From an optimization exercise on the open Yosys and OpenROAD flow, aimed at small area; shortcuts taken in it are not production practice. Where RTL was checked, it was by simulation tests only, not by an equivalence proof against the original. Function not checked in run 4: the RTL went through the layout flow alone. Power figures rest on the tool's default switching activity, not on a simulated workload.

===== design/flow/config.mk =====
export PLATFORM = sky130hd
export DESIGN_NAME = c3po_packer
export DESIGN_NICKNAME = c3po_packer
export VERILOG_FILES = /design/flow/design.v
export SDC_FILE = /design/flow/constraint.sdc
export NUM_CORES = 4
export LEC_CHECK = 0
export CAP_MARGIN = 20
export CORE_AREA = 10 10 490 490
export DIE_AREA = 0 0 500 500
export SLEW_MARGIN = 20

===== design/flow/constraint.sdc =====
create_clock -name core_clock -period 5.0 [get_ports {i_clk}]
set_input_delay 1.0000 -clock core_clock [delete_from_list [all_inputs] [get_ports {i_clk}]]
set_output_delay 1.0000 -clock core_clock [all_outputs]
set_load 0.01 [all_outputs]

===== design/flow/design.v =====
module c3po_packer #(
    parameter int unsigned IN_BYTES_P = 32,
    parameter int unsigned BEATS_P    = 5
) (
    input  logic                            i_clk,
    input  logic                            i_reset,
    input  logic                            i_in_val,
    input  logic                            i_in_sop,
    input  logic                            i_in_eop,
    input  logic [7:0]                      i_in_vbc,
    input  logic [IN_BYTES_P*8-1:0]         i_in_data,
    output logic                            o_in_ready,
    output logic                            o_out_val,
    output logic                            o_out_sop,
    output logic                            o_out_eop,
    output logic [7:0]                      o_out_vbc,
    output logic [IN_BYTES_P*BEATS_P*8-1:0] o_out_data,
    input  logic                            i_out_ready,
    output logic                            o_idle,
    output logic                            o_err
);
    localparam int unsigned InW  = IN_BYTES_P * 8;
    localparam int unsigned OutW = IN_BYTES_P * BEATS_P * 8;
    localparam int unsigned CntW = (BEATS_P > 1) ? $clog2(BEATS_P) : 1;
    logic                r_busy;
    logic [CntW-1:0]     r_cnt;
    logic                r_first;
    logic                r_out_val, r_out_sop, r_out_eop, r_err;
    logic [7:0]          r_out_vbc;
    logic [OutW-1:0]     r_data;
    logic                w_take, w_acc, w_vbc_legal, w_vbc_err, w_fin, w_word_sop;
    logic [7:0]          w_vbc_eff;
    logic [CntW-1:0]     w_slot;
    logic [BEATS_P-1:0]  w_we, w_hold;
    logic [IN_BYTES_P-1:0] w_bmask;
    assign o_in_ready  = !r_out_val || i_out_ready;
    assign w_take      = i_in_val && o_in_ready;
    assign w_vbc_legal = (i_in_vbc != 8'd0) && (i_in_vbc <= 8'(IN_BYTES_P));
    assign w_vbc_eff   = (i_in_eop && w_vbc_legal) ? i_in_vbc : 8'(IN_BYTES_P);
    assign w_vbc_err   = !w_vbc_legal || (!i_in_eop && (i_in_vbc != 8'(IN_BYTES_P)));
    assign w_acc      = w_take && (r_busy || i_in_sop);
    assign w_slot     = i_in_sop ? '0 : r_cnt;
    assign w_word_sop = i_in_sop || r_first;
    assign w_fin      = i_in_eop || (w_slot == CntW'(BEATS_P - 1));
    always_comb begin
        for (int j = 0; j < IN_BYTES_P; j++) begin
            w_bmask[j] = 8'(j) < w_vbc_eff;
        end
        for (int s = 0; s < BEATS_P; s++) begin
            w_we[s]   = w_acc && (w_slot == CntW'(s));
            w_hold[s] = !(w_acc && (w_slot == CntW'(s) || w_slot == '0));
        end
    end
    for (genvar s = 0; s < BEATS_P; s++) begin : g_slot
        for (genvar j = 0; j < IN_BYTES_P; j++) begin : g_byte
            logic w_wb;
            assign w_wb = w_we[s] && w_bmask[j];
            always_ff @(posedge i_clk) begin
                r_data[s*InW + 8*j +: 8] <= ({8{w_wb}} & i_in_data[8*j +: 8]) |
                                            ({8{w_hold[s]}} & r_data[s*InW + 8*j +: 8]);
            end
        end
    end
    always_ff @(posedge i_clk) begin
        if (i_reset) begin
            r_busy    <= 1'b0;
            r_cnt     <= '0;
            r_first   <= 1'b0;
            r_err     <= 1'b0;
            r_out_val <= 1'b0;
        end else begin
            r_err <= w_take && (w_vbc_err || !(r_busy || i_in_sop) || (i_in_sop && r_busy));
            if (w_acc) begin
                if (w_fin) begin
                    r_cnt   <= '0;
                    r_first <= 1'b0;
                    r_busy  <= !i_in_eop;
                end else begin
                    r_cnt   <= w_slot + CntW'(1);
                    r_first <= w_word_sop;
                    r_busy  <= 1'b1;
                end
            end
            if (w_acc && w_fin) begin
                r_out_val <= 1'b1;
            end else if (i_out_ready) begin
                r_out_val <= 1'b0;
            end
        end
    end
    always_ff @(posedge i_clk) begin
        if (w_acc && w_fin) begin
            r_out_sop <= w_word_sop;
            r_out_eop <= i_in_eop;
            r_out_vbc <= 8'(IN_BYTES_P * 32'(w_slot)) + w_vbc_eff;
        end
    end
    assign o_out_val  = r_out_val;
    assign o_out_sop  = r_out_sop;
    assign o_out_eop  = r_out_eop;
    assign o_out_vbc  = r_out_vbc;
    assign o_out_data = r_data;
    assign o_err      = r_err;
    assign o_idle     = !r_busy && !r_out_val;
endmodule

===== design/flow/flow/run.sh =====
#!/bin/bash
# Own layout flow: the standard ORFS flow (standard synthesis unchanged),
# with the smallest buffer cell on the ports and a clock tree built from
# small clock buffers without dummy loads.
set -euo pipefail
export BUFFER_PORTS_ARGS="-buffer_cell sky130_fd_sc_hd__buf_1"
export CTS_ARGS="-sink_clustering_enable -repair_clock_nets -buf_list sky130_fd_sc_hd__clkbuf_4 -dont_use_dummy_load"
bash standard.sh > flow_orfs.log 2>&1

===== design/flow/standard.sh =====
#!/bin/bash
# synth_recipe.tcl (not shown) runs the flow's synth.tcl, then flattens the netlist and writes it again
# the make line also repeats each setting of config.mk as NAME=value (left out here)
make -C /OpenROAD-flow-scripts/flow DESIGN_CONFIG=/design/flow/config.mk WORK_HOME=/design/flow/orfs CLKGATE_MAP_FILE= SYNTH_SCRIPT=/design/flow/synth_recipe.tcl "${@:-finish}"

==> results of run 1 <==
[state kept, by name, summed over array words and instances (netlist names)]
signal,count
r_out_eop,1
r_first,1
r_out_val,1
r_busy,1
r_err,1
r_out_sop,1
r_out_vbc,8
r_data,1280
r_cnt,3
[path summary, 6_finish.rpt]
kind,cells after the start,endpoint,start,slack [ns]
hold / removal,3,r_data[918],i_in_data[150],0.18
setup / recovery,3,o_in_ready,r_out_val,1.28
setup reg to reg,5,r_data[92],r_busy,1.61
hold reg to reg,2,r_data[5],r_data[5],0.45
[area by class of cell]
| type | count | share of cell area, % |
|---|---|---|
| inverter | 9 | 0.0634 |
| sequential | 1297 | 48.9 |
| tap | 3026 | 7.10 |
| antenna | 11 | 0.0517 |
| multi-input combinational | 1680 | 24.8 |
| clock buffer | 352 | 4.96 |
| timing repair buffer | 1741 | 14.1 |
[timing repair]
item	in CTS	in global routing
setup endpoints to repair	0	0
setup buffers	0	0
resized for setup	0	0
hold buffers	55	0
hold endpoints to repair	116	0
[critical path: cells and delay by family (launching register included)]
family / cells / cell delay (ns)
DFF: 1 / 0.38
and+or+nand+nor: 1 / 0.41
buffers and inverters: 2 / 0.69
[synthesized netlist by cell type, types with 3 or more instances]
master     number
ha_1            7
nand2_1       175
a22oi_1         3
and2_1          5
a21oi_1         5
a22o_1       1000
o2111ai_1       3
o2111a_1        3
o211a_1         3
clkbuf_1      151
nor2_1        129
buf_2          16
o21ai_0        86
inv_1           9
and4_1          4
edfxtp_1       10
o2bb2ai_1     120
buf_1          32
nor3_1          4
dfxtp_1      1287
a221oi_2        4
a32o_1         72
or3_1           3
xnor2_1         3
nand3_1         3
nor4_2          7
o211ai_1        4
[power by group through the flow]
stage | clock (mW) | combinational (mW) | sequential [mW]
after CTS | 7.47 | 2.28 | 11.1
after global routing | 7.95 | 2.38 | 11.1
after floorplan | 0 | 0.671 | 11.4
after global placement | 0 | 2.22 | 11.3
after detailed placement | 0 | 2.24 | 11.3
final | 7.28 | 2.28 | 11.1
[through the flow]
| step | power, mW | utilization [%] | setup slack (ns) | cell area [um2] | hold WS, ns |
|---|---|---|---|---|---|
| CTS | 20.8 | 23.2 | 1.05 | 53300 | 0.00104 |
| finish | 20.6 | 23.2 | 1.28 | 53300 | 0.178 |
| global route | 21.4 | 23.2 | 0.968 | 53300 | 0.0426 |
| floorplan | 12.1 | - | 1.87 | 39900 | 0.467 |
| global placement | 13.5 | 21.8 | 0.0698 | 50000 | 0.431 |
| detailed placement | 13.5 | 21.8 | 0.868 | 50100 | 0.437 |
[layer usage]
layer  vias up  GRT usage [%]  share of wire (%)
met1     19583           21.7                 37
met3       623           7.57                 11
met4         8           10.1                5.7
met2      2859           31.6                 46
li1      16116              -                  -
met5         -              0              0.019
[cell families after synthesis]
group | synth area share [%]
xor+xnor | 0.0658
other cells | 0.00940
simple gates | 3.70
buf+inv | 2.04
fa+ha+maj | 0.270
compound gates | 28.6
flops | 65.3
==> impl_metrics.ini, run 1 <==
[place]
portBuffers = 1563
dp_hpwl_um = 205000
dpl.cell_count = 7697
gp_congestion = 0.932

[die]
rows = 176
die_y_um = 500
io_pins = 1564
fp.dieW_um = 500
core_area_um2 = 230000
initial_core_util_pct = 17.4
die_area_um2 = 250000

[drt]
wirelength_um = 259000
routed-via-count = 39189
ant_nets = 0
drt_iter0_markers = 3880
vias_per_cell = 4.83
dr.pass1.iters = 5
drc = 0
wire_per_inst_um = 31.9

[synth]
syn_nets = 3465
yosys-top-cells-area = dfxtp_1 65%, a22o_1 22%, o2bb2ai_1 2.6%
avgSynthCellArea_um2 = 12.5
ys_seq_area_share_pct = 65.3
synth_top_cell_by_area = dfxtp_1
ys_warn_count = 1
synth_seq_cells = 1297
synthArstFlopShare_pct = 0
synth_edf_count = 10
syn_inst = 3187
synth.distinct_cells = 56
ys.flop_type = dfxtp_1
synth_area_um2 = 39900
synth_top_area_share_pct = 64.5

[setup_path]
path_class = reg2out
start_kind = flop
cp.required_ns = 4.00
worstPathCellList = nor2b_1, inv_1, buf_1
slowest_delay_ns = 0.43
cp.arrival_ns = 2.72
crit_fanout = 14
endpoint_kind = output pin
slowest_stage = inv_1

[power]
p_sw_share_pct = 29.2
p_switching_mw = 6.02
clkPwrFrac_pct = 35.3
p_comb_share_pct = 11.0
power_density_nw_per_um2 = 387
intPower_mw = 14.6
peakVddDrop_v = 0.000193
seqPwrFrac_pct = 53.7
p_leak_nw = 20.0

[cts]
h-tree-depth = 5
clk_path_buf_depth = 4
clock-root-buffer = clkbuf_4
numCtsBuffers = 352
clk_pin_slew_ns = 0.06
insertion_delay_ns = 1.35
cts_tree = built
cts_sinks = 1297

[finish]
drive_above_1_share_pct = 10.4
final_cell_mix = 1559 x buf_1, 1287 x dfxtp_1, 1000 x a22o_1
stdcell_count = 8116
fillers = 25019
multi_input_area_um2 = 13200
final_common_cell = buf_1
fin_nets = 5359
final-seq-area_um2 = 26100
areaGrowthSynthToFinish_pct = 33.5

[timing]
finalSetupViolCount = 0
skew_ns = 0.161
tns_ns = 0
fin_crit_ns = 3.72
tightest_slew_ns = 1.35
drv_slew = 0
fin_crit_sh_pct = 74.4
finalHoldViolations = 0
rsz0062_at_grt = false
fmax_mhz = 269
slew_headroom_pct = 10.3

[run_status]
outcome = finished clean

[global_routing]
grt.total_usage_pct = 19.3
antenna_found_initial = 25
grt_pass1_vias = 38759
overflow = 0
grt_max_degree = 159
grt_pass1_wl_um = 338000

[flow_run]
drv_cap = 0

[hold_path]
hp-class = in2reg
==> run 2: changes to the inputs <==
==> design/flow/flow/run.sh (replaced) <==
#!/bin/bash
# Own layout flow: the standard ORFS flow (standard synthesis unchanged),
# with the smallest buffer cell on the ports and a clock tree built from
# small clock buffers in larger sink clusters, without dummy loads.
set -euo pipefail
export BUFFER_PORTS_ARGS="-buffer_cell sky130_fd_sc_hd__buf_1"
export CTS_ARGS="-sink_clustering_enable -repair_clock_nets -buf_list {sky130_fd_sc_hd__clkbuf_4 sky130_fd_sc_hd__clkbuf_8} -sink_clustering_size 12 -sink_clustering_max_diameter 35 -dont_use_dummy_load"
bash standard.sh > flow_orfs.log 2>&1
--- a/design/flow/config.mk
+++ b/design/flow/config.mk
@@ -7,5 +7,5 @@
 export LEC_CHECK = 0
-export CAP_MARGIN = 20
+export CAP_MARGIN = 0
 export CORE_AREA = 10 10 490 490
 export DIE_AREA = 0 0 500 500
-export SLEW_MARGIN = 20
+export SLEW_MARGIN = 0
==> run 2 against run 1 <==
Effect of this change:
- synthesized cell count did not move
- still clean on timing, DRC and antenna
- cell count fell by 2.4%
- critical path type is now reg2reg
- sequential share of layout area rose by 0.22 points
==> impl_metrics.ini, run 2 <==
[cts]
ctsHoldBuffers = 0
cts_tree = built
cts_setup_buffers = 0
clock-root-buffer = clkbuf_8
insertion_delay_ns = 0.97
cts_resized = 0
h-tree-depth = 4
cts_sinks = 1297
clk_path_buf_depth = 3
clk_pin_slew_ns = 0.07
numCtsBuffers = 217

[finish]
final_cell_mix = 1559 x buf_1, 1287 x dfxtp_1, 1000 x a22o_1
regMostFlops = r_data
multi_input_area_um2 = 13200
largestRegisters = r_data (1280), r_out_vbc (8), r_cnt (3)
drive_above_1_share_pct = 7.98
final_common_cell = buf_1
final-seq-area_um2 = 26100
fillers = 24951
areaGrowthSynthToFinish_pct = 32.9
largest_reg_flops = 1280
fin_nets = 5168

[run_status]
outcome = finished clean

[setup_path]
slowest_stage = a21oi_1
slowest_delay_ns = 1.08
critPathTopFamily = compound AO/OA/AOI/OAI gates
cp_num_buf_inv = 1
endpoint_kind = flop
crit_fanout = 22
cp.required_ns = 5.79
start_kind = flop
cp.arrival_ns = 4.23
worstPathCellList = nor2b_1, o2111ai_4, buf_12, a21oi_1, a22o_1
path_class = reg2reg

[synth]
synthArstFlopShare_pct = 0
synth_commonest_cells = 1287 x dfxtp_1, 1000 x a22o_1, 175 x nand2_1, 151 x clkbuf_1, 129 x nor2_1
synth_area_um2 = 39900
synth.distinct_cells = 56
ys.flop_type = dfxtp_1
ys_seq_area_share_pct = 65.3
synth_edf_count = 10
syn_inst = 3187
ys_warn_count = 1
synth_most_common_cell = dfxtp_1
synth_top_area_share_pct = 64.5
avgSynthCellArea_um2 = 12.5
yosys-top-cells-area = dfxtp_1 65%, a22o_1 22%, o2bb2ai_1 2.6%
syn_nets = 3465
synth_seq_cells = 1297
synth_top_cell_by_area = dfxtp_1

[timing]
rsz0062_at_grt = false
finalSetupViolCount = 0
slew_headroom_pct = 6.76
skew_ns = 0.115
finalHoldViolations = 0
fin_crit_sh_pct = 68.7
setup_ws_ns = 1.57
tns_ns = 0
fin_crit_ns = 3.43
fmax_mhz = 291
drv_slew = 0
tightest_slew_ns = 1.40

[drt]
wire_per_inst_um = 32.4
drc = 0
routed-via-count = 37883
wirelength_um = 256000
drt_iter0_markers = 3637
dr.pass1.iters = 6
ant_nets = 0
vias_per_cell = 4.78

[global_routing]
grt_max_degree = 159
antenna_found_initial = 23
overflow = 0
grt_pass1_vias = 37286
grt_pass1_wl_um = 334000
grt.total_usage_pct = 19.1

[die]
io_pins = 1564
core_area_um2 = 230000
fp.dieW_um = 500
die_y_um = 500
initial_core_util_pct = 17.4
rows = 176
die_area_um2 = 250000

[hold_path]
hp-class = in2reg

[flow_run]
drv_cap = 0

[power]
power_density_nw_per_um2 = 396
peakVddDrop_v = 0.000253
finalPower_mw = 21.0
p_leak_nw = 19.7

[place]
portBuffers = 1563
dp_hpwl_um = 205000
pre_cts_ws_ns = 0.884
gp_congestion = 0.932
-- run 2: layout make-up --
class	instances	share of cell area, %
flip-flops and latches	1297	49.1
multi-input cells	1680	24.8
repair buffers	1685	13.1
well taps	3026	7.14
clock buffers	217	5.63
inverters	9	0.0637
diodes	10	0.0472
-- run 2: kinds of logic after synthesis --
| group | share of synthesized area [%] |
|---|---|
| compound gates | 28.6 |
| flops | 65.3 |
| simple gates | 3.70 |
| buf+inv | 2.04 |
| fa+ha+maj | 0.270 |
| xor+xnor | 0.0658 |
| other cells | 0.00940 |
-- run 2: through the flow --
step / util (%) / cell area [um2] / cells / hold slack, ns
after floorplan: - / 39900 / 3187 / 0.467
after global placement: 21.8 / 50000 / 7695 / 0.431
after detailed placement: 21.8 / 50000 / 7697 / 0.436
after CTS: 23.1 / 53000 / 7914 / 0.197
after global routing: 23.1 / 53000 / 7916 / 0.286
final: 23.1 / 53100 / 7924 / 0.375
-- run 2: worst paths after layout --
check                 start           end  slack, ns  cells past startpoint
max                  r_busy   r_data[288]       1.57                      5
min reg2reg       r_data[0]     r_data[0]       0.45                      2
min          i_in_data[176]  r_data[1200]       0.38                      2
max reg2reg          r_busy   r_data[288]       1.57                      5
-- run 2: where the power goes --
group	switching, mW	internal, mW
sequential	0.273	10.8
clock	3.93	3.76
combinational	1.65	0.586
-- run 2: layer usage --
metal / vias to the layer above / global-route usage, % / routed length, um
li1: 15646 / - / -
met1: 19134 / 21.3 / 93600
met2: 2610 / 31.9 / 121000
met3: 489 / 7.66 / 29400
met4: 4 / 8.63 / 12500
met5: - / 0 / 27
==> run 3: changes to the inputs <==
==> design/flow/run.sh (new file) <==
#!/bin/bash
# synth_recipe.tcl (not shown) runs the flow's synth.tcl, then flattens the netlist and writes it again
# the make line also repeats each setting of config.mk as NAME=value (left out here)
make -C /OpenROAD-flow-scripts/flow DESIGN_CONFIG=/design/flow/config.mk WORK_HOME=/design/flow/orfs CLKGATE_MAP_FILE= SYNTH_SCRIPT=/design/flow/synth_recipe.tcl finish
--- a/design/flow/config.mk
+++ b/design/flow/config.mk
@@ -7,5 +7,5 @@
 export LEC_CHECK = 0
-export CAP_MARGIN = 0
+export CAP_MARGIN = 20
 export CORE_AREA = 10 10 490 490
 export DIE_AREA = 0 0 500 500
-export SLEW_MARGIN = 0
+export SLEW_MARGIN = 20
removed: design/flow/flow/run.sh
removed: design/flow/standard.sh
==> run 3 against run 2 <==
Effect of this change:
- sequential power hardly changed
- synthesized cell count stayed put
- clock power is 39% higher
- design area increased by 22%
- die area is the same
- still clean
- wire length up 2.9%
- non-clock buffer count fell by 20
- first-iteration DRC count decreased by 0.88%
- global-route usage grew 0.72 points
==> impl_metrics.ini, run 3 <==
[run_status]
outcome = finished clean

[cts]
clk_path_buf_depth = 3
cts_resized = 0
insertion_delay_ns = 0.78
h-tree-depth = 4
numCtsBuffers = 143
cts_tree = built
cts_setup_buffers = 0
ctsHoldBuffers = 0
clock-root-buffer = clkbuf_16
clk_pin_slew_ns = 0.06
cts_sinks = 1297

[synth]
ys_seq_area_share_pct = 65.3
synth_commonest_cells = 1287 x dfxtp_1, 1000 x a22o_1, 175 x nand2_1, 151 x clkbuf_1, 129 x nor2_1
synthMuxAreaShare_pct = 0
synth_top_family_by_area = compound AO/OA/AOI/OAI gates
synth_top_cell_by_area = dfxtp_1
synth_most_common_cell = dfxtp_1
synth_compound_area_share_pct = 28.6
synth_edf_count = 10
synth_seq_cells = 1297
ys.flop_type = dfxtp_1
avgSynthCellArea_um2 = 12.5
syn_inst = 3187
yosys-top-cells-area = dfxtp_1 65%, a22o_1 22%, o2bb2ai_1 2.6%
ys_warn_count = 1
synth_area_um2 = 39900
yosys.area_share.simple_pct = 3.70
synth_xor_area_share_pct = 0.0658
synth_top_area_share_pct = 64.5
synth_fa_ha_area_share_pct = 0.270
syn_nets = 3465
synthArstFlopShare_pct = 0
synth.distinct_cells = 56

[power]
p_comb_share_pct = 11.9
finalPower_mw = 24.8
p_sw_share_pct = 27.0
p_leak_nw = 24.0
peakVddDrop_v = 0.000244
power_density_nw_per_um2 = 384
seqPwrFrac_pct = 44.7
clkPwrFrac_pct = 43.4
p_switching_mw = 6.69
intPower_mw = 18.1

[finish]
final_common_cell = clkdlybuf4s50_1
fin_nets = 5074
fillers = 23611
largestRegisters = r_data (1280), r_out_vbc (8), r_cnt (3)
regMostFlops = r_data
utilization_pct = 28.1
drive_above_1_share_pct = 7.68
largest_reg_flops = 1280
final_cell_mix = 1561 x clkdlybuf4s50_1, 1287 x dfxtp_1, 1000 x a22o_1
areaGrowthSynthToFinish_pct = 61.6

[hold_path]
hp-class = reg2reg
hold-path-cell-count = 2

[setup_path]
r2r-end = r_data[1022]
endpoint = o_in_ready
r2r_start = r_busy
reg2reg_depth = 6
worstPathCellList = clkdlybuf4s50_1, nor2b_1, inv_1, clkdlybuf4s50_1
path_class = in2out
crit_start = i_out_ready
start_kind = input port
reg2reg_slack_ns = 1.79
cp.arrival_ns = 2.83
cpMostUsedCell = clkdlybuf4s50_1
cp.required_ns = 4.00
slowest_delay_ns = 0.73
endpoint_kind = output pin
slowest_stage = clkdlybuf4s50_1
crit_fanout = 14

[die]
io_pins = 1564
rows = 176
initial_core_util_pct = 17.4
die_area_um2 = 250000
die_y_um = 500
core_area_um2 = 230000
fp.dieW_um = 500

[place]
gp_congestion = 0.910
portBuffers = 1563
pre_cts_ws_ns = 0.624
dp_hpwl_um = 210000

[global_routing]
overflow = 0
grt_max_degree = 123
grt.total_usage_pct = 19.8
grt_pass1_vias = 37246
antenna_found_initial = 28
grt_pass1_wl_um = 346000

[timing]
slew_headroom_pct = 25.4
rsz0062_at_grt = false
whs_ns = 0.443
tightest_slew_ns = 1.12
fin_crit_ns = 3.83
finalSetupViolCount = 0
fmax_mhz = 261
drv_slew = 0
setup_ws_ns = 1.17
tns_ns = 0
finalHoldViolations = 0
skew_ns = 0.0528
fin_crit_sh_pct = 76.6

[drt]
ant_nets = 0
routed-via-count = 37518
wire_per_inst_um = 33.2
drc = 0
drt_iter0_markers = 3605
wirelength_um = 264000
dr.pass1.iters = 8
vias_per_cell = 4.72

[flow_run]
drv_cap = 0
-- run 3: cell count changes in the layout (fill, tap and decap cells not counted), sizes merged, moves of 5 or more --
cell,change
buf,-1577
clkbuf,-13
clkinv,+29
clkinvlp,+5
clkdlybuf4s50,+1561
inv,+15
-- run 3: how the worst min path moves through the flow --
stage / endpoint / start / slack (ns)
6_report: r_data[7] / r_data[7] / 0.44
5_1_grt: r_data[5] / r_data[5] / 0.46
4_1_cts: r_data[1] / r_data[1] / 0.44
3_5_place_dp: r_data[7] / r_data[7] / 0.43
3_3_place_gp: r_data[4] / r_data[4] / 0.43
2_1_floorplan: r_data[0] / r_data[0] / 0.47
-- run 3: layout make-up --
cell class | instances | area, um2 | area share [%]
Sequential cell | 1297 | 26100 | 40.4
Timing Repair Buffer | 1665 | 16600 | 25.8
Multi-Input combinational cell | 1680 | 13200 | 20.4
Clock buffer | 208 | 4120 | 6.40
Tap cell | 3026 | 3790 | 5.87
Clock inverter | 52 | 666 | 1.03
Inverter | 9 | 33.8 | 0.0524
Antenna cell | 8 | 20.0 | 0.0310
-- run 3: metrics by stage --
stage | std cells | cell area (um2)
4_1_cts | 7937 | 64500
5_1_grt | 7940 | 64500
6_report | 7945 | 64500
3_3_place_gp | 7676 | 59700
3_5_place_dp | 7677 | 59700
2_1_floorplan | 3187 | 39900
-- run 3: logic make-up after synthesis --
| group | Yosys count |
|---|---|
| simple gates | 344 |
| compound gates | 1324 |
| buf+inv | 210 |
| other cells | 1 |
| flops | 1297 |
| xor+xnor | 3 |
| fa+ha+maj | 8 |
-- run 3: critical path, delay by kind of cell --
kind	cells	cell delay, ns
and+or+nand+nor	1	0.11
buffers and inverters	3	1.72
-- run 3: per-layer routing --
layer | part of all wire [%] | global-route usage [%] | routed length [um]
met5 | 0.0049 | 0 | 13
met4 | 5.0 | 9.06 | 13200
met3 | 11 | 6.93 | 27800
met2 | 47 | 33.0 | 125000
met1 | 37 | 22.8 | 98200
-- run 3: power groups by stage --
stage | clock network (mW) | logic, mW | registers (mW)
floorplan | 0 | 0.671 | 11.4
detailed placement | 0 | 2.95 | 11.3
CTS | 10.9 | 2.96 | 11.1
global route | 11.3 | 3.05 | 11.1
finish | 10.7 | 2.94 | 11.1
global placement | 0 | 2.93 | 11.3
==> run 4: changes to the inputs <==
--- a/design/flow/design.v
+++ b/design/flow/design.v
@@ -24,9 +24,11 @@
     localparam int unsigned CntW = (BEATS_P > 1) ? $clog2(BEATS_P) : 1;
-    logic                r_busy;
-    logic [CntW-1:0]     r_cnt;
-    logic                r_first;
-    logic                r_out_val, r_out_sop, r_out_eop, r_err;
-    logic [7:0]          r_out_vbc;
+    localparam int unsigned EffW = $clog2(IN_BYTES_P + 1);
+    logic                r_busy;    
+    logic                r_wdone;   
+    logic [CntW-1:0]     r_cnt;     
+    logic                r_first;   
+    logic [EffW-1:0]     r_eff;     
+    logic                r_out_val, r_err;
     logic [OutW-1:0]     r_data;
-    logic                w_take, w_acc, w_vbc_legal, w_vbc_err, w_fin, w_word_sop;
+    logic                w_take, w_acc, w_vbc_legal, w_vbc_err, w_fin, w_word_sop, w_new;
     logic [7:0]          w_vbc_eff;
@@ -41,4 +43,5 @@
     assign w_acc      = w_take && (r_busy || i_in_sop);
-    assign w_slot     = i_in_sop ? '0 : r_cnt;
-    assign w_word_sop = i_in_sop || r_first;
+    assign w_new      = i_in_sop || r_wdone;
+    assign w_slot     = w_new ? '0 : r_cnt + CntW'(1);
+    assign w_word_sop = i_in_sop || (!r_wdone && r_first);
     assign w_fin      = i_in_eop || (w_slot == CntW'(BEATS_P - 1));
@@ -50,3 +53,3 @@
             w_we[s]   = w_acc && (w_slot == CntW'(s));
-            w_hold[s] = !(w_acc && (w_slot == CntW'(s) || w_slot == '0));
+            w_hold[s] = !(w_acc && (w_slot == CntW'(s) || w_new));
         end
@@ -66,4 +69,3 @@
             r_busy    <= 1'b0;
-            r_cnt     <= '0;
-            r_first   <= 1'b0;
+            r_wdone   <= 1'b1;
             r_err     <= 1'b0;
@@ -73,11 +75,4 @@
             if (w_acc) begin
-                if (w_fin) begin
-                    r_cnt   <= '0;
-                    r_first <= 1'b0;
-                    r_busy  <= !i_in_eop;
-                end else begin
-                    r_cnt   <= w_slot + CntW'(1);
-                    r_first <= w_word_sop;
-                    r_busy  <= 1'b1;
-                end
+                r_busy  <= !i_in_eop;
+                r_wdone <= w_fin;
             end
@@ -91,6 +86,6 @@
     always_ff @(posedge i_clk) begin
-        if (w_acc && w_fin) begin
-            r_out_sop <= w_word_sop;
-            r_out_eop <= i_in_eop;
-            r_out_vbc <= 8'(IN_BYTES_P * 32'(w_slot)) + w_vbc_eff;
+        if (w_acc) begin
+            r_cnt   <= w_slot;
+            r_first <= w_word_sop;
+            r_eff   <= EffW'(w_vbc_eff);
         end
@@ -98,5 +93,5 @@
     assign o_out_val  = r_out_val;
-    assign o_out_sop  = r_out_sop;
-    assign o_out_eop  = r_out_eop;
-    assign o_out_vbc  = r_out_vbc;
+    assign o_out_sop  = r_first;
+    assign o_out_eop  = !r_busy;
+    assign o_out_vbc  = 8'(IN_BYTES_P * 32'(r_cnt)) + 8'(r_eff);
     assign o_out_data = r_data;
==> design/flow/flow/run.sh (new file) <==
#!/bin/bash
# Own layout flow: the standard ORFS flow (standard synthesis unchanged),
# with the smallest buffer cell on the ports and a clock tree built from
# small clock buffers without dummy loads.
set -euo pipefail
export BUFFER_PORTS_ARGS="-buffer_cell sky130_fd_sc_hd__buf_1"
export CTS_ARGS="-sink_clustering_enable -repair_clock_nets -buf_list sky130_fd_sc_hd__clkbuf_4 -dont_use_dummy_load"
bash standard.sh > flow_orfs.log 2>&1
==> design/flow/standard.sh (new file) <==
#!/bin/bash
# synth_recipe.tcl (not shown) runs the flow's synth.tcl, then flattens the netlist and writes it again
# the make line also repeats each setting of config.mk as NAME=value (left out here)
make -C /OpenROAD-flow-scripts/flow DESIGN_CONFIG=/design/flow/config.mk WORK_HOME=/design/flow/orfs CLKGATE_MAP_FILE= SYNTH_SCRIPT=/design/flow/synth_recipe.tcl "${@:-finish}"
removed: design/flow/run.sh
==> run 4 against run 3 <==
Effect of this change:
- combinational power down 22%
- critical path depth did not move
- hold slack worse by 0.25 ns
- non-clock buffer count up 78
- design area shrank 14%
- clock skew grew 0.091 ns
- largest power group unchanged
- count of clock-buffer cells in the layout rose by 151
- total power down 16%
- core utilization shrank 3.8 points
==> impl_metrics.ini, run 4 <==
[setup_path]
r2r-end = r_data[850]
cp.arrival_ns = 3.21
path_class = reg2out
start_kind = flop
reg2reg_depth = 6
endpoint_kind = output pin
crit_fanout = 10
r2r_start = r_cnt[0]
cp.required_ns = 4.00
reg2reg_slack_ns = 1.45

[synth]
synth_seq_cells = 1294
avgSynthCellArea_um2 = 11.6
yosys-top-cells-area = dfxtp_1 60%, a22o_1 15%, o21ai_0 5.8%
synth_edf_count = 10
syn_nets = 3941
ys.flop_type = dfxtp_1
synth_top_area_share_pct = 60.4
synth_top_cell_by_area = dfxtp_1
synth_area_um2 = 42500
synth_most_common_cell = dfxtp_1
ys_warn_count = 1
syn_inst = 3668
synth_commonest_cells = 1284 x dfxtp_1, 720 x a22o_1, 493 x o21ai_0, 210 x clkbuf_1, 205 x nand2_1
synthArstFlopShare_pct = 0
synth.distinct_cells = 70
ys_seq_area_share_pct = 61.1

[place]
pre_cts_ws_ns = 1.21
portBuffers = 1563
dpl.cell_count = 8047
gp_congestion = 0.962
dp_hpwl_um = 221000
place_area_um2 = 52200

[die]
io_pins = 1564
initial_core_util_pct = 18.5
fp.dieW_um = 500
die_area_um2 = 250000
die_y_um = 500
core_area_um2 = 230000
rows = 176

[drt]
dr.pass1.iters = 6
drt_iter0_markers = 4506
ant_nets = 0
vias_per_cell = 5.01
drc = 0
wire_per_inst_um = 33.0
wirelength_um = 280000
routed-via-count = 42534

[timing]
fin_crit_ns = 4.21
whs_ns = 0.190
finalHoldViolations = 0
slew_headroom_pct = 21.9
finalSetupViolCount = 0
fmax_mhz = 238
drv_slew = 0
fin_crit_sh_pct = 84.2
tns_ns = 0
rsz0062_at_grt = false
setup_ws_ns = 0.790
tightest_slew_ns = 1.17
skew_ns = 0.143

[finish]
final_common_cell = buf_1
drive_above_1_share_pct = 11.4
largest_reg_flops = 1280
fin_nets = 5730
regMostFlops = r_data
stdcell_count = 8495
stdcell_area_um2 = 55600
largestRegisters = r_data (1280), r_eff (6), r_cnt (3)
final_cell_mix = 1557 x buf_1, 1284 x dfxtp_1, 720 x a22o_1
fillers = 24841
areaGrowthSynthToFinish_pct = 30.8
utilization_pct = 24.2

[cts]
clk_path_buf_depth = 4
cts_sinks = 1294
cts_resized = 0
numCtsBuffers = 359
cts_tree = built
insertion_delay_ns = 1.36
clk_pin_slew_ns = 0.06
clock-root-buffer = clkbuf_4
h-tree-depth = 5

[power]
peakVddDrop_v = 0.000180
power_density_nw_per_um2 = 372
finalPower_mw = 20.7
p_leak_nw = 20.1

[run_status]
outcome = finished clean

[global_routing]
overflow = 0
grt.total_usage_pct = 20.9
grt_pass1_vias = 41101
grt_pass1_wl_um = 367000
grt_max_degree = 131
antenna_found_initial = 28

[hold_path]
worstHoldEndpoint = r_data[1183]
hp-start = i_in_data[159]
hp-class = in2reg
hold-path-cell-count = 3

[flow_run]
drv_cap = 0
run 4: where the power goes:
group	total, mW	switching (mW)	internal, mW
logic	2.30	1.75	0.553
clock network	7.40	4.16	3.24
registers	11.0	0.246	10.7
run 4: cell families (layout without fill, tap and decap cells):
family                     count (synthesis)  in the layout  synth area share [%]
and+or+nand+nor                          423            423                  6.25
AOI/OAI and AO/OA                       1613           1613                  29.2
other                                      0             14                     0
DFF                                     1294           1294                  61.1
xor gates and xnor gates                   6              6                 0.124
buffers and inverters                    329           2116                  3.25
adders and majority gates                  3              3                0.0882
run 4: worst max-delay path by stage:
stage / from / end / depth (start not counted)
after floorplan: i_in_vbc[5] / r_data[405] / 6
after global placement: i_in_vbc[1] / r_data[133] / 6
after detailed placement: i_in_vbc[5] / r_data[249] / 6
after CTS: r_cnt[0] / o_out_vbc[7] / 4
after global routing: r_cnt[0] / o_out_vbc[7] / 4
final: r_cnt[0] / o_out_vbc[7] / 4
run 4: final cells by class:
type | instances | area (um2) | area share (%)
Antenna cell | 14 | 35.0 | 0.0630
Clock buffer | 359 | 2700 | 4.84
Inverter | 14 | 52.6 | 0.0944
Multi-Input combinational cell | 2045 | 15300 | 27.6
Sequential cell | 1294 | 26000 | 46.7
Tap cell | 3026 | 3790 | 6.80
Timing Repair Buffer | 1743 | 7730 | 13.9
run 4: critical path, stage by stage (launching register included):
cell and delay (ns):
edfxtp_1 0.56, ha_1 0.28, ha_1 0.18, xor2_1 0.66, buf_1 0.30
run 4: what timing repair did:
item | in CTS | in global routing
hold endpoints to repair | 160 | 0
hold buffers | 75 | 0
setup buffers | 0 | 0
run 4: routing by layer:
| layer | global-route usage, % | routed length, um |
|---|---|---|
| met1 | 24.0 | 104000 |
| met2 | 34.9 | 132000 |
| met3 | 7.52 | 31000 |
| met4 | 9.21 | 13600 |
| met5 | 0 | 57 |
==> run 5: changes to the inputs <==
--- a/design/flow/design.v
+++ b/design/flow/design.v
@@ -57,10 +57,9 @@
     for (genvar s = 0; s < BEATS_P; s++) begin : g_slot
-        for (genvar j = 0; j < IN_BYTES_P; j++) begin : g_byte
-            logic w_wb;
-            assign w_wb = w_we[s] && w_bmask[j];
-            always_ff @(posedge i_clk) begin
-                r_data[s*InW + 8*j +: 8] <= ({8{w_wb}} & i_in_data[8*j +: 8]) |
-                                            ({8{w_hold[s]}} & r_data[s*InW + 8*j +: 8]);
-            end
-        end
+        c3po_packer_slot #(.IN_BYTES_P(IN_BYTES_P)) u_slot (
+            .i_clk   (i_clk),
+            .i_wb    (w_bmask & {IN_BYTES_P{w_we[s]}}),
+            .i_hold  (w_hold[s]),
+            .i_data  (i_in_data),
+            .o_q     (r_data[s*InW +: InW])
+        );
     end
@@ -100 +99,16 @@
 endmodule
+module c3po_packer_slot #(
+    parameter int unsigned IN_BYTES_P = 32
+) (
+    input  logic                    i_clk,
+    input  logic [IN_BYTES_P-1:0]   i_wb,
+    input  logic                    i_hold,
+    input  logic [IN_BYTES_P*8-1:0] i_data,
+    output logic [IN_BYTES_P*8-1:0] o_q
+);
+    for (genvar j = 0; j < IN_BYTES_P; j++) begin : g_byte
+        always_ff @(posedge i_clk) begin
+            o_q[8*j +: 8] <= ({8{i_wb[j]}} & i_data[8*j +: 8]) | ({8{i_hold}} & o_q[8*j +: 8]);
+        end
+    end
+endmodule
--- a/design/flow/flow/run.sh
+++ b/design/flow/flow/run.sh
@@ -2,4 +2,4 @@
 # Own layout flow: the standard ORFS flow (standard synthesis unchanged),
-# with the smallest buffer cell on the ports and a clock tree built from
-# small clock buffers without dummy loads.
+# with the smallest buffer cell on the ports and a clock tree of small clock
+# buffers, without dummy loads.
 set -euo pipefail
--- a/design/flow/config.mk
+++ b/design/flow/config.mk
@@ -7,5 +7,6 @@
 export LEC_CHECK = 0
-export CAP_MARGIN = 20
+export CAP_MARGIN = 0
 export CORE_AREA = 10 10 490 490
 export DIE_AREA = 0 0 500 500
-export SLEW_MARGIN = 20
+export SLEW_MARGIN = 0
+export SYNTH_HIERARCHICAL = 1
==> run 5 against run 4 <==
Effect of this change:
- now fails the layout checks on max-capacitance violations, max-slew violations
- setup slack better by 0.21 ns
- non-clock buffer count decreased by 80
- flip-flop and latch count did not move
- global-route usage down 1.4 points
- wire length shrank 7.0%
- synthesized cell count down 14%
- cell count down 7.0%
- area after synthesis decreased by 5.5%
- critical path depth up 4
- total power fell by 1.4%
- via count fell by 11%
- first-iteration DRC count fell by 16%
- critical endpoint is now g_slot[2].u_slot.o_q[60]
- largest cell class unchanged
- highest routed layer unchanged
==> impl_metrics.ini, run 5 <==
[synth]
synthArstFlopShare_pct = 0
ys.flop_type = dfxtp_1
synth.distinct_cells = 50
syn_nets = 3445
synth_top_area_share_pct = 64.0
yosys-top-cells-area = dfxtp_1 64%, a22o_1 28%, nor2_1 1.5%
ys_seq_area_share_pct = 64.7
synth_area_um2 = 40200
syn_inst = 3172
synth_edf_count = 10
synth_seq_cells = 1294
ys_warn_count = 8
synth_top_cell_by_area = dfxtp_1
synth_commonest_cells = 1284 x dfxtp_1, 1280 x a22o_1, 163 x nor2_1, 161 x buf_1, 82 x buf_2
synth_most_common_cell = dfxtp_1
avgSynthCellArea_um2 = 12.7

[cts]
clk_pin_slew_ns = 0.06
cts_resized = 0
cts_tree = built
insertion_delay_ns = 1.35
clock-root-buffer = clkbuf_4
cts_sinks = 1294
h-tree-depth = 5
numCtsBuffers = 354
ctsHoldBuffers = 19
cts_setup_buffers = 0
clk_path_buf_depth = 4

[drt]
wirelength_um = 260000
wire_per_inst_um = 33.0
drt_iter0_markers = 3780
ant_nets = 0
drc = 0
vias_per_cell = 4.80
dr.pass1.iters = 6
routed-via-count = 37893

[hold_path]
hp-class = in2reg
hp-start = i_in_data[48]

[setup_path]
slowest_stage = edfxtp_1
cp.required_ns = 6.04
endpoint_kind = flop
start_kind = flop
cp.arrival_ns = 5.04
r2r_start = r_cnt[0]
path_class = reg2reg
crit_fanout = 176
worstPathCellList = ha_1, xnor2_1, and4_1, nand3_4, inv_1, nor2_4, buf_12, a22o_1
slowest_delay_ns = 0.56
crit_start = r_cnt[0]
cp_num_buf_inv = 2
critPathTopFamily = simple AND/OR/NAND/NOR gates

[global_routing]
antenna_found_initial = 28
grt_pass1_wl_um = 339000
grt_max_degree = 177
grt.total_usage_pct = 19.5
overflow = 0
grt_pass1_vias = 37273

[power]
p_sw_share_pct = 29.0
p_leak_nw = 19.9
clkPwrFrac_pct = 35.8
power_density_nw_per_um2 = 393
seqPwrFrac_pct = 54.0
p_switching_mw = 5.91
peakVddDrop_v = 0.000204
intPower_mw = 14.5
p_comb_share_pct = 10.2

[timing]
finalSetupViolCount = 0
slew_headroom_pct = -11.1
tns_ns = 0
fmax_mhz = 250
drv_slew = 76
fin_crit_sh_pct = 80.0
rsz0062_at_grt = false
whs_ns = 0.221
finalHoldViolations = 0
fin_crit_ns = 4.00
tightest_slew_ns = 1.67
skew_ns = 0.229

[finish]
final_cell_mix = 1562 x buf_1, 1284 x dfxtp_1, 1280 x a22o_1
largest_reg_flops = 1280
areaGrowthSynthToFinish_pct = 29.3
regMostFlops = g_slot.u_slot.o_q
drive_above_1_share_pct = 9.73
final_common_cell = buf_1
fin_nets = 5136
largestRegisters = g_slot.u_slot.o_q (1280), r_eff (6), r_cnt (3)
fillers = 24955

[run_status]
so.violations = max-capacitance violations, max-slew violations
outcome = failed layout checks

[die]
io_pins = 1564
fp.dieW_um = 500
die_y_um = 500
initial_core_util_pct = 17.5
core_area_um2 = 230000
rows = 176
die_area_um2 = 250000

[place]
portBuffers = 1563
dp_hpwl_um = 206000
gp_congestion = 0.971

[flow_run]
drv_cap = 1
run 5: cell types whose count changed in the layout (fill, tap and decap cells not counted), sizes merged, moves of 16 or more:
cell / change
a31o: -16
nand2: -196
o21ai: -506
a32o: -136
nor3: -82
dlygate4sd3: -56
a22o: +560
nor2: +155
o2bb2ai: -144
buf: -20
o211ai: -37
nand3: -38
run 5: layer usage:
metal / global-route usage (%) / routed length (um) / vias up
met5: 0 / 89 / -
met4: 10.2 / 15400 / 12
met3: 7.21 / 29500 / 639
met2: 31.8 / 120000 / 2967
met1: 22.1 / 95100 / 18837
li1: - / - / 15438
run 5: cell families after synthesis:
logic type	count (synthesis)	share of synthesized area [%]
buf+inv	343	4.20
simple gates	223	2.57
compound gates	1304	28.3
mux	1	0.0280
xor+xnor	4	0.0872
fa+ha+maj	3	0.0934
flops	1294	64.7
run 5: worst paths after layout:
kind                                                  to  cells past startpoint  slack, ns
worst min register to register   g_slot[1].u_slot.o_q[6]                      1       0.46
worst max register to register  g_slot[2].u_slot.o_q[60]                      8        1.0
worst max-delay path            g_slot[2].u_slot.o_q[60]                      8        1.0
worst min-delay path            g_slot[1].u_slot.o_q[48]                      3       0.22
run 5: tightest hold or removal path, delay by kind of cell:
| family | cells | cell delay, ns |
|---|---|---|
| AO/OA/AOI/OAI | 1 | 0.18 |
| buffers and inverters | 2 | 0.35 |
run 5: cell type report:
| cell class | count | area, um2 | share of cell area (%) |
|---|---|---|---|
| Multi-Input combinational cell | 1535 | 12600 | 24.2 |
| Tap cell | 3026 | 3790 | 7.29 |
| Antenna cell | 14 | 35.0 | 0.0674 |
| Timing Repair Buffer | 1663 | 6820 | 13.1 |
| Inverter | 15 | 58.8 | 0.113 |
| Clock buffer | 354 | 2660 | 5.12 |
| Sequential cell | 1294 | 26000 | 50.1 |
run 5: power by group through the flow:
stage	clock, mW	combinational [mW]	sequential (mW)
6_report	7.30	2.08	11.0
5_1_grt	7.99	2.16	11.0
4_1_cts	7.52	2.09	11.0
3_5_place_dp	0	2.07	11.2
3_3_place_gp	0	2.06	11.2
2_1_floorplan	0	0.661	11.4
run 5: through the flow:
stage | instance area, um2 | cells | total power [mW] | worst slack, ns | utilization, %
after CTS | 51900 | 7887 | 20.6 | 0.991 | 22.6
after global placement | 49100 | 7514 | 13.3 | 0.743 | 21.4
after global routing | 51900 | 7893 | 21.2 | 0.902 | 22.6
final | 52000 | 7901 | 20.4 | 0.998 | 22.6
after detailed placement | 49100 | 7514 | 13.3 | 0.808 | 21.4
after floorplan | 40200 | 3172 | 12.0 | 2.08 | -
==> run 6: changes to the inputs <==
==> design/flow/flow/run.sh (replaced) <==
#!/bin/bash
# Own layout flow: the standard ORFS flow (standard synthesis unchanged),
# with the smallest buffer cell on the ports and a clock tree of large sink
# clusters driven by clkbuf_16, without dummy loads.
set -euo pipefail
export BUFFER_PORTS_ARGS="-buffer_cell sky130_fd_sc_hd__buf_1"
export CTS_ARGS="-sink_clustering_enable -repair_clock_nets -buf_list {sky130_fd_sc_hd__clkbuf_8 sky130_fd_sc_hd__clkbuf_16} -sink_clustering_buffer sky130_fd_sc_hd__clkbuf_16 -sink_clustering_size 24 -sink_clustering_max_diameter 50 -dont_use_dummy_load"
bash standard.sh > flow_orfs.log 2>&1
==> run 6 against run 5 <==
Effect of this change:
- the layout still fails its checks (max-capacitance violations, max-slew violations)
- flip-flop and latch count stayed put
- total power increased by 5.4%
- clock skew is 0.15 ns lower
- die area unchanged
- count of clock-buffer cells in the layout fell by 224
- core utilization is 0.17 points higher
- cell count is 3.2% lower
- global-route usage is 0.26 points lower
- combinational power barely moved
- design area grew 0.74%
- register-to-register slack improved by 0.03 ns
- critical path type unchanged
==> impl_metrics.ini, run 6 <==
[drt]
drt_iter0_markers = 4010
vias_per_cell = 4.76
wire_per_inst_um = 33.6
routed-via-count = 36409
wirelength_um = 257000
dr.pass1.iters = 6
drc = 0
route.met2.wl_um = 120000
ant_nets = 0
dr_wl_met3_um = 27200
highest_layer = met5
wl_met1_um = 95300

[die]
die_area_um2 = 250000
core_area_um2 = 230000
io_pins = 1564
fp.dieW_um = 500
initial_core_util_pct = 17.5
rows = 176
die_y_um = 500

[cts]
ctsHoldBuffers = 0
clock-root-buffer = clkbuf_16
clk_pin_slew_ns = 0.07
cts_tree = built
cts_sinks = 1294
clk_path_buf_depth = 3
h-tree-depth = 4
cts_resized = 0
insertion_delay_ns = 0.74
cts_setup_buffers = 0
numCtsBuffers = 130

[timing]
finalSetupViolCount = 0
rsz0062_at_grt = false
tns_ns = 0
setup_ws_ns = 1.03
fmax_mhz = 252
fin_crit_ns = 3.97
drv_slew = 30
skew_ns = 0.0775
slew_headroom_pct = -2.19
tightest_slew_ns = 1.53
finalHoldViolations = 0
whs_ns = 0.463
fin_crit_sh_pct = 79.4

[power]
p_leak_nw = 19.8
p_sw_share_pct = 26.5
intPower_mw = 15.8
peakVddDrop_v = 0.000248
seqPwrFrac_pct = 51.2
power_density_nw_per_um2 = 411
clkPwrFrac_pct = 39.1
p_comb_share_pct = 9.6
p_switching_mw = 5.69

[synth]
ys_warn_count = 8
synth_area_um2 = 40200
ys.flop_type = dfxtp_1
ys_seq_area_share_pct = 64.7
synth_top_area_share_pct = 64.0
synth_edf_count = 10
syn_inst = 3172
synth_top_cell_by_area = dfxtp_1
syn_nets = 3445
synth_most_common_cell = dfxtp_1
synth.distinct_cells = 50
yosys-top-cells-area = dfxtp_1 64%, a22o_1 28%, nor2_1 1.5%
avgSynthCellArea_um2 = 12.7
synth_commonest_cells = 1284 x dfxtp_1, 1280 x a22o_1, 163 x nor2_1, 161 x buf_1, 82 x buf_2
synth_seq_cells = 1294
synthArstFlopShare_pct = 0

[finish]
areaGrowthSynthToFinish_pct = 30.2
fillers = 24785
multi_input_area_um2 = 12600
final_common_cell = buf_1
final_cell_mix = 1562 x buf_1, 1284 x dfxtp_1, 1280 x a22o_1
regMostFlops = g_slot.u_slot.o_q
fin_nets = 4893
largestRegisters = g_slot.u_slot.o_q (1280), r_eff (6), r_cnt (3)
drive_above_1_share_pct = 5.39
largest_reg_flops = 1280
final-seq-area_um2 = 26000

[flow_run]
drv_cap = 1

[run_status]
outcome = failed layout checks
so.violations = max-capacitance violations, max-slew violations

[setup_path]
r2r_start = r_cnt[0]
critPathTopFamily = simple AND/OR/NAND/NOR gates
reg2reg_depth = 8
slowest_stage = edfxtp_1
worstPathCellList = ha_1, xnor2_1, and4_1, nand3_4, inv_1, nor2_4, buf_12, a22o_1
reg2reg_slack_ns = 1.03
crit_start = r_cnt[0]
cp.required_ns = 5.58
endpoint_kind = flop
slowest_delay_ns = 0.56
cp_num_buf_inv = 2
cp.depth = 8
cp.arrival_ns = 4.55
start_kind = flop
r2r-end = g_slot[2].u_slot.o_q[58]
endpoint = g_slot[2].u_slot.o_q[58]
path_class = reg2reg
crit_fanout = 176

[global_routing]
overflow = 0
grt.total_usage_pct = 19.2
grt_max_degree = 177
grt_pass1_wl_um = 334000
grt_pass1_vias = 35261
antenna_found_initial = 20

[place]
dp_hpwl_um = 206000
portBuffers = 1563
gp_congestion = 0.971
pre_cts_ws_ns = 0.808

[hold_path]
hp-class = reg2reg
run 6: cell counts after synthesis:
No cell type changed its count.
run 6: per-layer routing:
| layer | vias up | GRT usage [%] |
|---|---|---|
| met5 | - | 0 |
| met4 | 4 | 9.02 |
| met3 | 506 | 6.27 |
| met2 | 2672 | 31.8 |
| met1 | 18327 | 22.4 |
| li1 | 14900 | - |
run 6: cell type report:
type / count / area share (%)
diodes: 5 / 0.0239
clock buffers: 130 / 6.22
inverters: 15 / 0.112
multi-input cells: 1535 / 24.1
flip-flops and latches: 1294 / 49.7
well taps: 3026 / 7.23
repair buffers: 1644 / 12.7
run 6: worst reg2reg max path: stages, from the launching register on:
cell	delay (ns)
edfxtp_1	0.56
ha_1	0.32
xnor2_1	0.26
and4_1	0.54
nand3_4	0.20
inv_1	0.53
nor2_4	0.13
buf_12	0.22
a22o_1	1.07
run 6: cell families after synthesis:
| logic type | after synthesis | share of synthesized area (%) |
|---|---|---|
| AND/OR/NAND/NOR | 223 | 2.57 |
| multiplexers | 1 | 0.0280 |
| XOR/XNOR | 4 | 0.0872 |
| adder cells (fa/ha/maj) | 3 | 0.0934 |
| flip-flops | 1294 | 64.7 |
| buffers and inverters | 343 | 4.20 |
| AO/OA/AOI/OAI | 1304 | 28.3 |
run 6: how the worst min path moves through the flow:
stage	start	to	slack, ns	cells past startpoint
global route	g_slot[2].u_slot.o_q[5]	g_slot[2].u_slot.o_q[5]	0.47	1
floorplan	g_slot[0].u_slot.o_q[0]	g_slot[0].u_slot.o_q[0]	0.51	1
finish	g_slot[3].u_slot.o_q[73]	g_slot[3].u_slot.o_q[73]	0.46	1
detailed placement	g_slot[1].u_slot.o_q[78]	g_slot[1].u_slot.o_q[78]	0.45	1
global placement	g_slot[2].u_slot.o_q[104]	g_slot[2].u_slot.o_q[104]	0.45	1
CTS	i_reset	r_busy	0.45	2
run 6: power by group through the flow:
stage          Clock, mW  Sequential, mW  Combinational (mW)
6_report            8.41            11.0                2.07
4_1_cts             8.55            11.0                2.08
5_1_grt             8.91            11.0                2.15
3_3_place_gp           0            11.2                2.06
2_1_floorplan          0            11.4               0.661
3_5_place_dp           0            11.2                2.07
run 6: metrics by stage:
stage / cells / utilization (%) / area [um2] / total power [mW]
6_report: 7649 / 22.8 / 52300 / 21.5
5_1_grt: 7645 / 22.8 / 52300 / 22.1
4_1_cts: 7644 / 22.8 / 52300 / 21.6
3_5_place_dp: 7514 / 21.4 / 49100 / 13.3
3_3_place_gp: 7514 / 21.4 / 49100 / 13.3
2_1_floorplan: 3172 / - / 40200 / 12.0
==> run 7: changes to the inputs <==
==> design/flow/flow/run.sh (replaced) <==
#!/bin/bash
# Own layout flow: the standard ORFS flow (standard synthesis unchanged),
# with the smallest buffer cell on the ports and a clock tree of clkbuf_4
# sink clusters sized for the flip-flop clock-pin slew limit, without dummy loads.
set -euo pipefail
export BUFFER_PORTS_ARGS="-buffer_cell sky130_fd_sc_hd__buf_1"
export CTS_ARGS="-sink_clustering_enable -repair_clock_nets -buf_list sky130_fd_sc_hd__clkbuf_4 -sink_buffer_max_cap_derate 0.1 -sink_clustering_size 9 -sink_clustering_max_diameter 45 -dont_use_dummy_load"
bash standard.sh > flow_orfs.log 2>&1
--- a/design/flow/config.mk
+++ b/design/flow/config.mk
@@ -7,6 +7,7 @@
 export LEC_CHECK = 0
-export CAP_MARGIN = 0
+export CAP_MARGIN = 10
 export CORE_AREA = 10 10 490 490
 export DIE_AREA = 0 0 500 500
-export SLEW_MARGIN = 0
+export PLACE_DENSITY = 0.85
+export SLEW_MARGIN = 10
 export SYNTH_HIERARCHICAL = 1
==> run 7 against run 6 <==
Effect of this change:
- largest cell class unchanged
- area after synthesis is the same
- wire length shrank 0.89%
- flip-flop and latch count did not move
- core utilization fell by 0.69 points
- die area unchanged
- clock power down 37%
- the run now finishes clean
- critical path depth down 5
- critical path type is now reg2out
- setup slack better by 0.31 ns
- non-clock buffer count grew 23
==> impl_metrics.ini, run 7 <==
[run_status]
outcome = finished clean

[cts]
clock-root-buffer = clkbuf_4
h-tree-depth = 4
insertion_delay_ns = 1.29
cts_sinks = 1294
ctsHoldBuffers = 13
clk_pin_slew_ns = 0.10
cts_resized = 0
cts_setup_buffers = 0
clk_path_buf_depth = 3
cts_tree = built
numCtsBuffers = 188

[drt]
ant_nets = 0
vias_per_cell = 4.85
drt_iter0_markers = 5066
dr.pass1.iters = 6
wirelength_um = 255000
routed-via-count = 37524
wire_per_inst_um = 32.9
drc = 0

[setup_path]
path_class = reg2out
crit_start = r_cnt[0]
reg2reg_depth = 7
r2r_start = r_cnt[0]
reg2reg_slack_ns = 1.34
critPathTopFamily = adder cells
cp.required_ns = 4.00
start_kind = flop
worstPathCellList = ha_1, ha_1, buf_1
slowest_delay_ns = 0.55
endpoint_kind = output pin
cp.arrival_ns = 2.66
r2r-end = g_slot[2].u_slot.o_q[108]
cp_num_buf_inv = 1
cpMostUsedCell = ha_1
slowest_stage = edfxtp_1
crit_fanout = 8

[power]
p_switching_mw = 5.38
intPower_mw = 13.0
power_density_nw_per_um2 = 362
clkPwrFrac_pct = 28.7
p_comb_share_pct = 11.4
peakVddDrop_v = 0.000207
seqPwrFrac_pct = 59.9
finalPower_mw = 18.4
p_sw_share_pct = 29.3
p_leak_nw = 19.2

[place]
gp_congestion = 0.955
dpl.cell_count = 7523
portBuffers = 1563
dp_hpwl_um = 206000

[die]
initial_core_util_pct = 17.5
die_area_um2 = 250000
rows = 176
fp.dieW_um = 500
core_area_um2 = 230000
io_pins = 1564
die_y_um = 500

[timing]
tightest_slew_ns = 1.38
drv_slew = 0
fin_crit_ns = 3.66
fin_crit_sh_pct = 73.3
rsz0062_at_grt = false
skew_ns = 0.183
tns_ns = 0
fmax_mhz = 273
finalHoldViolations = 0
slew_headroom_pct = 8.20
finalSetupViolCount = 0

[finish]
final_common_cell = buf_1
stdcell_count = 7740
largestRegisters = g_slot.u_slot.o_q (1280), r_eff (6), r_cnt (3)
fin_nets = 4974
final_cell_mix = 1558 x buf_1, 1284 x dfxtp_1, 1280 x a22o_1
areaGrowthSynthToFinish_pct = 26.3
regMostFlops = g_slot.u_slot.o_q
fillers = 24618
drive_above_1_share_pct = 6.98
largest_reg_flops = 1280

[global_routing]
grt_max_degree = 128
grt.total_usage_pct = 18.9
antenna_found_initial = 27
overflow = 0
grt_pass1_vias = 35869
grt_pass1_wl_um = 328000

[synth]
synth_area_um2 = 40200
synth.distinct_cells = 50
synthArstFlopShare_pct = 0
ys_seq_area_share_pct = 64.7
synth_top_cell_by_area = dfxtp_1
yosys-top-cells-area = dfxtp_1 64%, a22o_1 28%, nor2_1 1.5%
ys_warn_count = 8
synth_top_area_share_pct = 64.0
synth_commonest_cells = 1284 x dfxtp_1, 1280 x a22o_1, 163 x nor2_1, 161 x buf_1, 82 x buf_2
syn_inst = 3172
synth_most_common_cell = dfxtp_1
synth_edf_count = 10
avgSynthCellArea_um2 = 12.7
ys.flop_type = dfxtp_1
synth_seq_cells = 1294
syn_nets = 3445

[hold_path]
worstHoldEndpoint = g_slot[2].u_slot.o_q[54]
hp-start = i_in_data[54]
hold-path-cell-count = 2
hp-class = in2reg

[flow_run]
drv_cap = 0
run 7: how the worst max path moves through the flow:
| stage | to | cells past startpoint |
|---|---|---|
| 2_1_floorplan | g_slot[0].u_slot.o_q[100] | 9 |
| 3_3_place_gp | g_slot[1].u_slot.o_q[107] | 8 |
| 3_5_place_dp | g_slot[4].u_slot.o_q[214] | 8 |
| 4_1_cts | o_out_vbc[7] | 4 |
| 5_1_grt | o_out_vbc[7] | 4 |
| 6_report | o_out_vbc[6] | 3 |
run 7: layer usage:
layer | vias to the layer above | global-route usage, % | wire length [um]
li1 | 15098 | - | -
met1 | 18310 | 21.4 | 91600
met2 | 3378 | 30.1 | 114000
met3 | 730 | 8.51 | 34100
met4 | 8 | 9.56 | 15400
met5 | - | 0 | 63
run 7: cell families (layout without fill, tap and decap cells):
kind of cell	after synthesis	after routing	synth area share [%]
and+or+nand+nor	223	223	2.57
xor gates and xnor gates	4	4	0.0872
other	0	15	0
muxes	1	1	0.0280
adders and majority gates	3	3	0.0934
buffers and inverters	343	1870	4.20
DFF	1294	1294	64.7
AOI/OAI and AO/OA	1304	1304	28.3
run 7: worst reg2reg max path: stages, from the launching register on:
cell      delay (ns)
edfxtp_1        0.55
ha_1            0.31
xnor2_1         0.24
and4_1          0.52
nand3_4         0.40
buf_4           0.39
nor2_1          0.90
a22o_1          0.29
run 7: area by class of cell:
class                           instances  area [um2]  area share [%]
Clock buffer                          188        1410            2.78
Inverter                               15        58.8           0.116
Sequential cell                      1294       26000            51.2
Timing Repair Buffer                 1667        6830            13.5
Tap cell                             3026        3790            7.46
Multi-Input combinational cell       1535       12600            24.9
Antenna cell                           15        37.5          0.0740
run 7: per-stage QoR:
stage                     cell area (um2)  hold slack, ns  util, %  worst slack [ns]
after floorplan                     40200           0.511        -              2.08
after global placement              49100           0.450     21.4             0.784
after detailed placement            49200           0.451     21.4             0.907
after CTS                           50700         0.00619     22.1              1.11
after global routing                50700          0.0857     22.1              1.03
final                               50800           0.270     22.1              1.34
run 7: power groups by stage:
stage	Clock (mW)	Combinational (mW)	Sequential (mW)
floorplan	0	0.661	11.4
global route	5.76	2.17	11.0
global placement	0	2.03	11.2
CTS	5.41	2.07	11.0
finish	5.27	2.10	11.0
detailed placement	0	2.06	11.2
==> run 8: changes to the inputs <==
--- a/design/flow/config.mk
+++ b/design/flow/config.mk
@@ -10,3 +10,4 @@
 export DIE_AREA = 0 0 500 500
-export PLACE_DENSITY = 0.85
+export GPL_ROUTABILITY_DRIVEN = 0
+export GPL_TIMING_DRIVEN = 0
 export SLEW_MARGIN = 10
==> run 8 against run 7 <==
Effect of this change:
- flip-flop and latch count did not move
- count of clock-buffer cells in the layout is 1 lower
- global-route usage is 2.3 points higher
- hold slack worse by 0.0098 ns
- largest cell class unchanged
- largest power group unchanged
==> impl_metrics.ini, run 8 <==
[run_status]
outcome = finished clean

[place]
place_area_um2 = 50300
dp_hpwl_um = 231000
portBuffers = 1561

[die]
initial_core_util_pct = 17.5
rows = 176
fp.dieW_um = 500
io_pins = 1564
die_area_um2 = 250000
die_y_um = 500
core_area_um2 = 230000

[synth]
ys.flop_type = dfxtp_1
synth_top_cell_by_area = dfxtp_1
ys_seq_area_share_pct = 64.7
synth_area_um2 = 40200
synth.distinct_cells = 50
synth_commonest_cells = 1284 x dfxtp_1, 1280 x a22o_1, 163 x nor2_1, 161 x buf_1, 82 x buf_2
synth_edf_count = 10
synth_top_area_share_pct = 64.0
ys_warn_count = 8
synth_seq_cells = 1294
yosys-top-cells-area = dfxtp_1 64%, a22o_1 28%, nor2_1 1.5%
synthArstFlopShare_pct = 0
synth_most_common_cell = dfxtp_1
syn_nets = 3445
avgSynthCellArea_um2 = 12.7
syn_inst = 3172

[global_routing]
grt_max_degree = 18
antenna_found_initial = 34
overflow = 0
grt_pass1_wl_um = 363000
grt_pass1_vias = 37433
grt.total_usage_pct = 21.2

[hold_path]
hp-class = in2reg

[finish]
drive_above_1_share_pct = 8.39
fillers = 25070
stdcell_area_um2 = 51800
largest_reg_flops = 1280
largestRegisters = g_slot.u_slot.o_q (1280), r_eff (6), r_cnt (3)
final_cell_mix = 1714 x buf_1, 1284 x dfxtp_1, 1280 x a22o_1
regMostFlops = g_slot.u_slot.o_q
areaGrowthSynthToFinish_pct = 29.0
fin_nets = 5223
final_common_cell = buf_1

[setup_path]
cp.arrival_ns = 5.62
slowest_delay_ns = 0.65
endpoint_kind = flop
slowest_stage = nor2_1
cpMostUsedCell = buf_2
cp.required_ns = 6.05
start_kind = flop
path_class = reg2reg
worstPathCellList = ha_1, xnor2_1, and4_1, buf_2, nand2_2, inv_1, nor2_1, buf_2, buf_2, a22o_1
crit_fanout = 11

[cts]
h-tree-depth = 4
clock-root-buffer = clkbuf_4
cts_sinks = 1294
ctsHoldBuffers = 8
numCtsBuffers = 187
insertion_delay_ns = 1.29
cts_setup_buffers = 0
cts_tree = built
clk_path_buf_depth = 3
clk_pin_slew_ns = 0.11
cts_resized = 0

[drt]
dr.pass1.iters = 6
route.met2.wl_um = 132000
highest_layer = met5
ant_nets = 0
drc = 0
wire_per_inst_um = 35.3
drt_iter0_markers = 4155
dr_wl_met3_um = 30300
routed-via-count = 38186
wirelength_um = 283000
vias_per_cell = 4.77
wl_met1_um = 104000

[timing]
fin_crit_sh_pct = 91.5
fmax_mhz = 219
finalHoldViolations = 0
fin_crit_ns = 4.58
skew_ns = 0.176
rsz0062_at_grt = false
tightest_slew_ns = 1.26
drv_slew = 0
slew_headroom_pct = 16.2
finalSetupViolCount = 0

[power]
peakVddDrop_v = 0.000176
power_density_nw_per_um2 = 359
finalPower_mw = 18.6
p_leak_nw = 19.6

[flow_run]
drv_cap = 0
==> run 8: cell types whose count changed in the layout (fill, tap and decap cells not counted), sizes merged <==
cell,change
buf,+250
dlygate4sd3,-5
diode,+12
clkbuf,+4
==> run 8: per-stage QoR <==
stage / instances / TNS [ns] / hold WS (ns) / worst slack [ns] / util, %
detailed placement: 7779 / -3.17 / 0.451 / -0.179 / 21.9
global placement: 7759 / -383.87 / 0.450 / -1.52 / 21.7
floorplan: 3172 / 0 / 0.511 / 2.08 / -
CTS: 7974 / 0 / 0.00779 / 0.230 / 22.5
global route: 7987 / 0 / 0.0593 / 0.172 / 22.6
finish: 8001 / 0 / 0.261 / 0.425 / 22.6
==> run 8: metal layers <==
layer  vias up  track usage, %
li1      15600               -
met1     19162            24.4
met2      2832            35.2
met3       584            7.09
met4         8            10.6
met5         -               0
==> run 8: cell families (layout without fill, tap and decap cells) <==
kind of cell / count (synthesis) / count (layout) / share of synthesized area, %
AO/OA/AOI/OAI: 1304 / 1304 / 28.3
flip-flops: 1294 / 1294 / 64.7
buffers and inverters: 343 / 2119 / 4.20
AND/OR/NAND/NOR: 223 / 223 / 2.57
XOR/XNOR: 4 / 4 / 0.0872
adder cells (fa/ha/maj): 3 / 3 / 0.0934
multiplexers: 1 / 1 / 0.0280
other: 0 / 27 / 0
==> run 8: final cells by class <==
type	instances	area, um2	area share, %
repair buffers	1589	6310	12.2
well taps	3026	3790	7.30
clock buffers	187	1400	2.71
plain buffers	328	1640	3.16
multi-input cells	1535	12600	24.3
flip-flops and latches	1294	26000	50.2
diodes	27	67.6	0.130
inverters	15	58.8	0.113
==> run 8: where the power goes <==
part / leakage (nW) / internal (mW) / switching (mW)
Clock: 0.861 / 1.70 / 3.62
Combinational: 8.22 / 0.589 / 1.72
Sequential: 10.5 / 10.7 / 0.268
Total: 19.6 / 13.0 / 5.61
==> run 8: path summary, 6_finish.rpt <==
check,to,start,slack (ns),cells past startpoint
hold / removal,g_slot[3].u_slot.o_q[30],i_in_data[30],0.26,2
setup / recovery,g_slot[1].u_slot.o_q[119],r_cnt[0],0.42,10
hold reg to reg,g_slot[2].u_slot.o_q[2],g_slot[2].u_slot.o_q[2],0.47,1
setup reg to reg,g_slot[1].u_slot.o_q[119],r_cnt[0],0.42,10
==> run 8: critical path: cells and delay by family (launching register included) <==
kind / cells / cell delay (ns)
buffers and inverters: 4 / 1.74
and+or+nand+nor: 3 / 1.45
DFF: 1 / 0.54
adders and majority gates: 1 / 0.30
AOI/OAI and AO/OA: 1 / 0.22
xor gates and xnor gates: 1 / 0.17

## static timing again, ports no longer ideal
The results above use ideal ports. As a check the final layouts listed here were re-extracted and re-timed, cells and wires unchanged. Step 1 (the two cells are an assumption about what drives the block):
set clk [get_ports {i_clk}]
set_driving_cell -lib_cell sky130_fd_sc_hd__clkbuf_16 $clk
set_driving_cell -lib_cell sky130_fd_sc_hd__buf_2 [delete_from_list [all_inputs] $clk]
Step 2 times the ports against the registers' clock, not the clock port: input delays grow and output delays shrink by t, the midpoint of the rising clock arrivals with the driver on. Three values: ideal, step 1, step 2; two values: the first two.
| run | t, ns | setup slack, ns | worst setup path at the end | worst register clock-pin slew, ns | worst slew at a driven data input, ns |
|---|---|---|---|---|---|
| run 1 | 1.325 | 1.279 / 1.195 / 0.211 | input to register | 0.07 / 0.07 | 0.19 |
| run 2 | 0.974 | 1.567 / 1.559 / 0.783 | input to register | 0.08 / 0.08 | 0.17 |
| run 3 | 0.863 | 1.168 / 1.139 / 0.578 | input to register | 0.07 / 0.07 | 0.20 |
| run 4 | 1.335 | 0.790 / 0.694 / 0.689 | input to register | 0.08 / 0.08 | 0.21 |
| run 5 | 1.309 | 0.998 / 0.998 / -0.026 | input to register | 0.08 / 0.08 | 0.17 |
| run 6 | 0.825 | 1.032 / 1.032 / 0.599 | input to register | 0.09 / 0.09 | 0.17 |
| run 7 | 1.260 | 1.337 / 1.243 / 0.267 | input to register | 0.11 / 0.11 | 0.21 |
| run 8 | 1.244 | 0.425 / 0.425 / -0.426 | input to register | 0.11 / 0.11 | 0.28 |
The setup slack of run 7, which loses most, moves by -0.094 ns with the drivers and by -1.070 ns with both steps.
